From an optimization exercise on the open Yosys and OpenROAD flow, aimed at small area, a short achievable clock period and few clock cycles per item; shortcuts taken in it are not production practice. At most, simulation tests tie the RTL to the original design; equivalence was not proved. Power is estimated from default activity; no workload was simulated.

Setup of run a:
==> flow/design.v (excerpt) <==
module second_pipe_top (
    input  logic                   clk,
    input  logic                   reset,
    input  logic                   in_req,
    output logic                   in_ack,
    input  logic [32-1:0]     instr,
    input  logic [32-1:0]     pc,
    input  logic [32-1:0]     rs_val,
    input  logic [32-1:0]     rt_val,
    input  logic [14-1:0]      exc_in,
    input  logic                   is_nop,
    output logic                   out_req,
    input  logic                   out_ack,
    output logic                   wr_en,
    output logic [5-1:0] wr_addr,
    output logic [32-1:0]     wr_data,
    output logic [14-1:0]      exc_out
);
==> module alu_execute, before the edit <==
module alu_execute (
    input  logic [32-1:0]     instr,
    input  logic [1:0]             pc_lo,
    input  logic [32-1:0]     rs_val,
    input  logic [32-1:0]     rt_val,
    input  logic [14-1:0]      exc_in,
    input  logic                   is_nop,
    output logic                   wr_ok,
    output logic [5-1:0] wr_addr,
    output logic [32-1:0]     wr_data,
    output logic [14-1:0]      exc
);
    logic [5:0]  opcode;
    logic [5:0]  funct;
    logic        rtype;
    logic        itype;
    logic        legal;
    logic        sub;
    logic        ov_op;
    logic        uns;
    logic [1:0]  lop;
    logic        lui;
    logic [31:0] b;
    logic [31:0] bx;
    logic [32:0] sum;
    logic        ovf;
    logic        lt;
    logic [31:0] lres;
    logic [4:0]  sh;
    logic        sh_left;
    logic        fill;
    logic [31:0] sh_in;
    logic [31:0] sh_out;
    logic [31:0] sh_res;
    assign opcode = instr[31:26];
    assign funct  = instr[5:0];
    assign rtype  = (opcode == 6'b000000);
    assign itype  = (opcode[5:3] == 3'b001);
    assign legal = rtype ? ((funct[5:3] == 3'b100) ||
                            (funct[5:1] == 5'b10101) ||
                            (funct[5:3] == 3'b000 && funct[1:0] != 2'b01))
                         : itype;
    logic ri;
    assign ri = !opcode[3];
    assign b = ri ? rt_val :
               {{16{instr[15] & ~opcode[2]}}, instr[15:0]};
    assign sub = ri ? (funct[1] & ~funct[2]) : (opcode[1] & ~opcode[2]);
    assign bx  = b ^ {32{sub}};
    logic [31:0] ap;
    logic [31:0] ag;
    logic [31:0] sp [0:5];
    logic [31:0] sg [0:5];
    logic [32:0] cy;
    assign ap = rs_val ^ bx;
    assign ag = rs_val & bx;
    assign sp[0] = ap;
    assign sg[0] = {ag[31:1], ag[0] | (ap[0] & sub)};
    always_comb begin
        for (int k = 0; k < 5; k++) begin
            for (int i = 0; i < 32; i++) begin
                if (i[k]) begin
                    sg[k+1][i] = sg[k][i] | (sp[k][i] & sg[k][((i >> k) << k) - 1]);
                    sp[k+1][i] = sp[k][i] & sp[k][((i >> k) << k) - 1];
                end else begin
                    sg[k+1][i] = sg[k][i];
                    sp[k+1][i] = sp[k][i];
                end
            end
        end
    end
    assign cy[0] = sub;
    always_comb begin
        for (int i = 0; i < 32; i++) cy[i+1] = sg[5][i];
    end
    assign sum = {cy[32], ap ^ cy[31:0]};
    assign ov_op = rtype ? (funct[5:2] == 4'b1000 && !funct[0])
                         : (opcode == 6'b001000);
    assign ovf   = (rs_val[31] == bx[31]) && (sum[31] != rs_val[31]);
    assign uns = ri ? funct[0] : opcode[0];
    assign lt  = !sum[32] ^ (!uns & (rs_val[31] ^ b[31]));
    logic [31:0] p;
    logic [31:0] g;
    logic [31:0] lui_v;
    assign p     = rs_val ^ bx;
    assign g     = rs_val & bx;
    assign lop   = ri ? funct[1:0] : opcode[1:0];
    assign lui   = !ri;
    assign lui_v = {instr[15:0], 16'h0000};
    always_comb begin
        case (lop)
            2'b00:   lres = g;
            2'b01:   lres = p | g;
            2'b10:   lres = p;
            default: lres = lui ? lui_v : ~(p | g);
        endcase
    end
    assign sh      = funct[2] ? rs_val[4:0] : instr[10:6];
    assign sh_left = !funct[1];
    assign fill    = funct[0] & rt_val[31];
    always_comb begin
        for (int i = 0; i < 32; i++) sh_in[i] = sh_left ? rt_val[31-i] : rt_val[i];
    end
    assign sh_out = $unsigned($signed({fill, sh_in}) >>> sh);
    always_comb begin
        for (int i = 0; i < 32; i++) sh_res[i] = sh_left ? sh_out[31-i] : sh_out[i];
    end
    logic sel_sh;
    logic sel_lt;
    logic sel_log;
    logic sel_sum;
    assign sel_sh  = ri & ~funct[5];
    assign sel_lt  = ri ? (funct[5] & funct[3]) : (~opcode[2] & opcode[1]);
    assign sel_log = ri ? (funct[5] & ~funct[3] & funct[2]) : opcode[2];
    assign sel_sum = ri ? (funct[5] & ~funct[3] & ~funct[2]) : (~opcode[2] & ~opcode[1]);
    assign wr_data = ({32{sel_sh}} & sh_res) | ({32{sel_log}} & lres) |
                     ({32{sel_sum}} & sum[31:0]) | {31'd0, sel_lt & lt};
    assign wr_addr = ri ? instr[15:11] : instr[20:16];
    assign wr_ok   = legal && !is_nop;
    always_comb begin
        exc = exc_in;
        if (ov_op && ovf && !is_nop)  exc[1] = 1'b1;
        if (!legal && !is_nop)        exc[2] = 1'b1;
        if (pc_lo != 2'b00)           exc[6] = 1'b1;
    end
endmodule
clock: 5.0 ns
lec_check: 0
abc_area: 1
cap_margin: 20
core_margin: 2
core_utilization: 40
setup_slack_margin: 1.5
slew_margin: 20
standard.sh (not shown) runs the stock make flow with config.mk's settings and CLKGATE_MAP_FILE= SYNTH_SCRIPT=/design/flow/synth_recipe.tcl, a recipe that flattens the netlist after the stock synthesis.
==> flow/flow/run.sh <==
#!/bin/bash
# The standard layout (standard.sh, ORFS make), with plain buffers on
# the ports instead of the delay cells buffer_ports picks by default.
# Each ORFS step logs to its own file under orfs/logs; make's output goes
# to make.log and the DEF export's to write_def.log.
set -euo pipefail
export BUFFER_PORTS_ARGS="-buffer_cell sky130_fd_sc_hd__buf_1"
export ADDER_MAP_FILE=
bash standard.sh > make.log 2>&1
Edits applied to the flow inputs when going from run a to run b:
--- a/flow/design.v
+++ b/flow/design.v
@@ -126,20 +126,16 @@
     assign ovf   = (rs_val[31] == bx[31]) && (sum[31] != rs_val[31]);
     assign uns = ri ? funct[0] : opcode[0];
     assign lt  = !sum[32] ^ (!uns & (rs_val[31] ^ b[31]));
-    logic [31:0] p;
-    logic [31:0] g;
     logic [31:0] lui_v;
-    assign p     = rs_val ^ bx;
-    assign g     = rs_val & bx;
     assign lop   = ri ? funct[1:0] : opcode[1:0];
     assign lui   = !ri;
     assign lui_v = {instr[15:0], 16'h0000};
     always_comb begin
         case (lop)
-            2'b00:   lres = g;
-            2'b01:   lres = p | g;
-            2'b10:   lres = p;
-            default: lres = lui ? lui_v : ~(p | g);
+            2'b00:   lres = ag;
+            2'b01:   lres = ap | ag;
+            2'b10:   lres = ap;
+            default: lres = lui ? lui_v : ~(ap | ag);
         endcase
     end
     assign sh      = funct[2] ? rs_val[4:0] : instr[10:6];
--- outcome ---
- Compared run b against run a; final cell count without fillers within noise.
- Compared with run a, in run b tap cell count comparable; post-place instance area now smaller; area of the multi-input gates comparable.
- Run b vs run a on met2 track demand over resource in global routing: run b is the lower one.
Testbench counts of run b, summed over its fixed seeds: cycles 19,985, items 8,000.
No functional check of the RTL was part of run a.

---

v12:
The RTL this note starts from:
==> flow/design.v <==
package second_pipe_pkg;
    typedef enum logic [5-1:0] {
        op_none = 5'd0,
        op_add  = 5'd1,
        op_addu = 5'd2,
        op_sub  = 5'd3,
        op_subu = 5'd4,
        op_slt  = 5'd5,
        op_sltu = 5'd6,
        op_and  = 5'd7,
        op_or   = 5'd8,
        op_xor  = 5'd9,
        op_nor  = 5'd10,
        op_sll  = 5'd11,
        op_srl  = 5'd12,
        op_sra  = 5'd13,
        op_lui  = 5'd14
    } alu_op_t;
    typedef struct packed {
        alu_op_t                op;
        logic [32-1:0]     a;
        logic [32-1:0]     b;
        logic                   wr_en;
        logic [5-1:0] wr_addr;
        logic [14-1:0]      exc;
    } dec_t;
    typedef struct packed {
        logic                   wr_en;
        logic [5-1:0] wr_addr;
        logic [32-1:0]     wr_data;
        logic [14-1:0]      exc;
    } res_t;
endpackage
module issue_capture (
    input  logic clk,
    input  logic reset,
    input  logic in_req,
    output logic in_ack,
    input  logic out_req,
    input  logic out_ack,
    output logic take
);
    assign take = in_req && !in_ack && !out_req && !out_ack;
    always_ff @(posedge clk) begin
        if (reset) in_ack <= 1'b0;
        else       in_ack <= in_req && (in_ack || take);
    end
endmodule
module alu_execute (
    input  logic [32-1:0]     instr,
    input  logic [1:0]             pc_lo,
    input  logic [32-1:0]     rs_val,
    input  logic [32-1:0]     rt_val,
    input  logic [14-1:0]      exc_in,
    input  logic                   is_nop,
    output logic                   wr_ok,
    output logic [5-1:0] wr_addr,
    output logic [32-1:0]     wr_data,
    output logic [14-1:0]      exc
);
    logic [5:0]  opcode;
    logic [5:0]  funct;
    logic        rtype;
    logic        itype;
    logic        legal;
    logic        sub;
    logic        ov_op;
    logic        uns;
    logic [1:0]  lop;
    logic        lui;
    logic [31:0] b;
    logic [31:0] bx;
    logic [32:0] sum;
    logic        ovf;
    logic        lt;
    logic [31:0] lres;
    logic [4:0]  sh;
    logic        sh_left;
    logic        fill;
    logic [31:0] sh_in;
    logic [31:0] sh_out;
    logic [31:0] sh_res;
    assign opcode = instr[31:26];
    assign funct  = instr[5:0];
    assign rtype  = (opcode == 6'b000000);
    assign itype  = (opcode[5:3] == 3'b001);
    assign legal = rtype ? ((funct[5:3] == 3'b100) ||
                            (funct[5:1] == 5'b10101) ||
                            (funct[5:3] == 3'b000 && funct[1:0] != 2'b01))
                         : itype;
    logic ri;
    assign ri = !opcode[3];
    assign b = ri ? rt_val :
               {{16{instr[15] & ~opcode[2]}}, instr[15:0]};
    assign sub = ri ? (funct[1] & ~funct[2]) : (opcode[1] & ~opcode[2]);
    assign bx  = b ^ {32{sub}};
    logic [31:0] ap;
    logic [31:0] ag;
    logic [31:0] sp [0:5];
    logic [31:0] sg [0:5];
    logic [32:0] cy;
    assign ap = rs_val ^ bx;
    assign ag = rs_val & bx;
    assign sp[0] = ap;
    assign sg[0] = ag;
    always_comb begin
        for (int k = 0; k < 5; k++) begin
            for (int i = 0; i < 32; i++) begin
                if (i[k]) begin
                    sg[k+1][i] = sg[k][i] | (sp[k][i] & sg[k][((i >> k) << k) - 1]);
                    sp[k+1][i] = sp[k][i] & sp[k][((i >> k) << k) - 1];
                end else begin
                    sg[k+1][i] = sg[k][i];
                    sp[k+1][i] = sp[k][i];
                end
            end
        end
    end
    assign cy[0] = sub;
    always_comb begin
        for (int i = 0; i < 32; i++) cy[i+1] = sg[5][i] | (sp[5][i] & sub);
    end
    assign sum = {cy[32], ap ^ cy[31:0]};
    assign ov_op = rtype ? (funct[5:2] == 4'b1000 && !funct[0])
                         : (opcode == 6'b001000);
    assign ovf   = (rs_val[31] == bx[31]) && (sum[31] != rs_val[31]);
    assign uns = ri ? funct[0] : opcode[0];
    assign lt  = !sum[32] ^ (!uns & (rs_val[31] ^ b[31]));
    logic [31:0] p;
    logic [31:0] g;
    logic [31:0] lui_v;
    assign p     = rs_val ^ bx;
    assign g     = rs_val & bx;
    assign lop   = ri ? funct[1:0] : opcode[1:0];
    assign lui   = !ri;
    assign lui_v = {instr[15:0], 16'h0000};
    always_comb begin
        case (lop)
            2'b00:   lres = g;
            2'b01:   lres = p | g;
            2'b10:   lres = p;
            default: lres = lui ? lui_v : ~(p | g);
        endcase
    end
    assign sh      = funct[2] ? rs_val[4:0] : instr[10:6];
    assign sh_left = !funct[1];
    assign fill    = funct[0] & rt_val[31];
    always_comb begin
        for (int i = 0; i < 32; i++) sh_in[i] = sh_left ? rt_val[31-i] : rt_val[i];
    end
    assign sh_out = $unsigned($signed({fill, sh_in}) >>> sh);
    always_comb begin
        for (int i = 0; i < 32; i++) sh_res[i] = sh_left ? sh_out[31-i] : sh_out[i];
    end
    logic sel_sh;
    logic sel_lt;
    logic sel_log;
    logic sel_sum;
    assign sel_sh  = ri & ~funct[5];
    assign sel_lt  = ri ? (funct[5] & funct[3]) : (~opcode[2] & opcode[1]);
    assign sel_log = ri ? (funct[5] & ~funct[3] & funct[2]) : opcode[2];
    assign sel_sum = ri ? (funct[5] & ~funct[3] & ~funct[2]) : (~opcode[2] & ~opcode[1]);
    assign wr_data = ({32{sel_sh}} & sh_res) | ({32{sel_log}} & lres) |
                     ({32{sel_sum}} & sum[31:0]) | {31'd0, sel_lt & lt};
    assign wr_addr = ri ? instr[15:11] : instr[20:16];
    assign wr_ok   = legal && !is_nop;
    always_comb begin
        exc = exc_in;
        if (ov_op && ovf && !is_nop)  exc[1] = 1'b1;
        if (!legal && !is_nop)        exc[2] = 1'b1;
        if (pc_lo != 2'b00)           exc[6] = 1'b1;
    end
endmodule
module result_handshake (
    input  logic clk,
    input  logic reset,
    input  logic take,
    output logic out_req,
    input  logic out_ack
);
    always_ff @(posedge clk) begin
        if (reset) out_req <= 1'b0;
        else       out_req <= take || (out_req && !out_ack);
    end
endmodule
module second_pipe_top (
    input  logic                   clk,
    input  logic                   reset,
    input  logic                   in_req,
    output logic                   in_ack,
    input  logic [32-1:0]     instr,
    input  logic [32-1:0]     pc,
    input  logic [32-1:0]     rs_val,
    input  logic [32-1:0]     rt_val,
    input  logic [14-1:0]      exc_in,
    input  logic                   is_nop,
    output logic                   out_req,
    input  logic                   out_ack,
    output logic                   wr_en,
    output logic [5-1:0] wr_addr,
    output logic [32-1:0]     wr_data,
    output logic [14-1:0]      exc_out
);
    logic                   x_wr_ok;
    logic [5-1:0] x_wr_addr;
    logic [32-1:0]     x_wr_data;
    logic [14-1:0]      x_exc;
    logic                   take;
    logic                   wr_ok_q;
    alu_execute u_execute (
        .instr(instr), .pc_lo(pc[1:0]), .rs_val(rs_val), .rt_val(rt_val),
        .exc_in(exc_in), .is_nop(is_nop),
        .wr_ok(x_wr_ok), .wr_addr(x_wr_addr), .wr_data(x_wr_data), .exc(x_exc)
    );
    issue_capture u_capture (
        .clk(clk), .reset(reset), .in_req(in_req), .in_ack(in_ack),
        .out_req(out_req), .out_ack(out_ack), .take(take)
    );
    result_handshake u_result (
        .clk(clk), .reset(reset), .take(take),
        .out_req(out_req), .out_ack(out_ack)
    );
    always_ff @(posedge clk) begin
        if (!out_req) begin
            wr_ok_q <= x_wr_ok;
            wr_addr <= x_wr_addr;
            wr_data <= x_wr_data;
            exc_out <= x_exc;
        end
    end
    assign wr_en = wr_ok_q && (exc_out == '0);
endmodule
export LEC_CHECK = 0
export ABC_AREA = 1
export CAP_MARGIN = 20
export CORE_MARGIN = 2
export CORE_UTILIZATION = 40
export SETUP_SLACK_MARGIN = 1.5
export SLEW_MARGIN = 20
create_clock -name core_clock -period 5.0 [get_ports {clk}]
==> flow/flow/run.sh <==
#!/bin/bash
# The standard layout (standard.sh, ORFS make), with plain buffers on
# the ports instead of the delay cells buffer_ports picks by default.
# Each ORFS step logs to its own file under orfs/logs; make's output goes
# to make.log and the DEF export's to write_def.log.
set -euo pipefail
export BUFFER_PORTS_ARGS="-buffer_cell sky130_fd_sc_hd__buf_2"
export ADDER_MAP_FILE=
bash standard.sh > make.log 2>&1
The inputs of v14 differ from those of v12 as listed below.
diff --git a/flow/design.v b/flow/design.v
--- a/flow/design.v
+++ b/flow/design.v
@@ -94,33 +94,9 @@
                {{16{instr[15] & ~opcode[2]}}, instr[15:0]};
     assign sub = ri ? (funct[1] & ~funct[2]) : (opcode[1] & ~opcode[2]);
     assign bx  = b ^ {32{sub}};
-    logic [31:0] ap;
-    logic [31:0] ag;
-    logic [31:0] sp [0:5];
-    logic [31:0] sg [0:5];
-    logic [32:0] cy;
-    assign ap = rs_val ^ bx;
-    assign ag = rs_val & bx;
-    assign sp[0] = ap;
-    assign sg[0] = ag;
-    always_comb begin
-        for (int k = 0; k < 5; k++) begin
-            for (int i = 0; i < 32; i++) begin
-                if (i[k]) begin
-                    sg[k+1][i] = sg[k][i] | (sp[k][i] & sg[k][((i >> k) << k) - 1]);
-                    sp[k+1][i] = sp[k][i] & sp[k][((i >> k) << k) - 1];
-                end else begin
-                    sg[k+1][i] = sg[k][i];
-                    sp[k+1][i] = sp[k][i];
-                end
-            end
-        end
-    end
-    assign cy[0] = sub;
-    always_comb begin
-        for (int i = 0; i < 32; i++) cy[i+1] = sg[5][i] | (sp[5][i] & sub);
-    end
-    assign sum = {cy[32], ap ^ cy[31:0]};
+    logic [33:0] sum_c;
+    assign sum_c = {1'b0, rs_val, 1'b1} + {1'b0, bx, sub};
+    assign sum   = sum_c[33:1];
     assign ov_op = rtype ? (funct[5:2] == 4'b1000 && !funct[0])
                          : (opcode == 6'b001000);
     assign ovf   = (rs_val[31] == bx[31]) && (sum[31] != rs_val[31]);
[summary]
- A slowest library cell on the worst path of sky130_fd_sc_hd__nor2_4 is what v12 shows, while sky130_fd_sc_hd__o21ai_0 belongs to v14.
- Summary of the comparison: layout overhead on the synthesized area is lower in v14, relative to v12.
- Per the comparison of v14 with v12, total stage count of the critical path saw a decrease; final sum of negative setup slack saw little to no change.
- Looking at peak ir drop on the vdd network across both flows, v14 is the weaker of the two, with v12 ahead.
- Diff v12..v14 | count of TritonRoute iterations in the first routing pass | unchanged
- v14: transition at the pin with the smallest max-transition slack is 0.069 ns higher than what v12 reported.
No run of this note included a check of the RTL's function; only the layout flow was run.

[separate check: timing with driven ports]
How much do the figures lean on ideal ports? The routed layouts below were timed once more, with nothing changed but the port constraints. Step 1 sets driving cells, clkbuf_16 on the clock port and buf_2 on the other inputs (assumed; they add their load-dependent delay and slew). Step 2 adds t to the input delays and takes it off the output delays; t is the mean of the earliest and latest rising clock arrival at the registers after step 1. Input paths then give back, and output paths get back, about the clock's delay inside the block. a / b / c = ideal ports / drivers / drivers and shift; a / b = the first two.
| run | t (ns) | slack for setup (ns) | hold slack, ns | cell pins on the clock port's net |
|---|---|---|---|---|
| run a | 0.345 | 1.545 / 1.567 / 1.222 | 0.556 / 0.556 / 0.556 | 1 |
| run b | 0.350 | 1.596 / 1.616 / 1.266 | 0.572 / 0.572 / 0.572 | 1 |
| v12 | 0.350 | 1.593 / 1.606 / 1.255 | 0.535 / 0.535 / 0.535 | 1 |
| v14 | 0.352 | 1.556 / 1.562 / 1.209 | 0.555 / 0.555 / 0.555 | 1 |
After both steps setup and hold are still met in every run listed. For v14, which loses most, drivers alone change the setup slack by +0.006 ns; drivers and shift together by -0.347 ns.
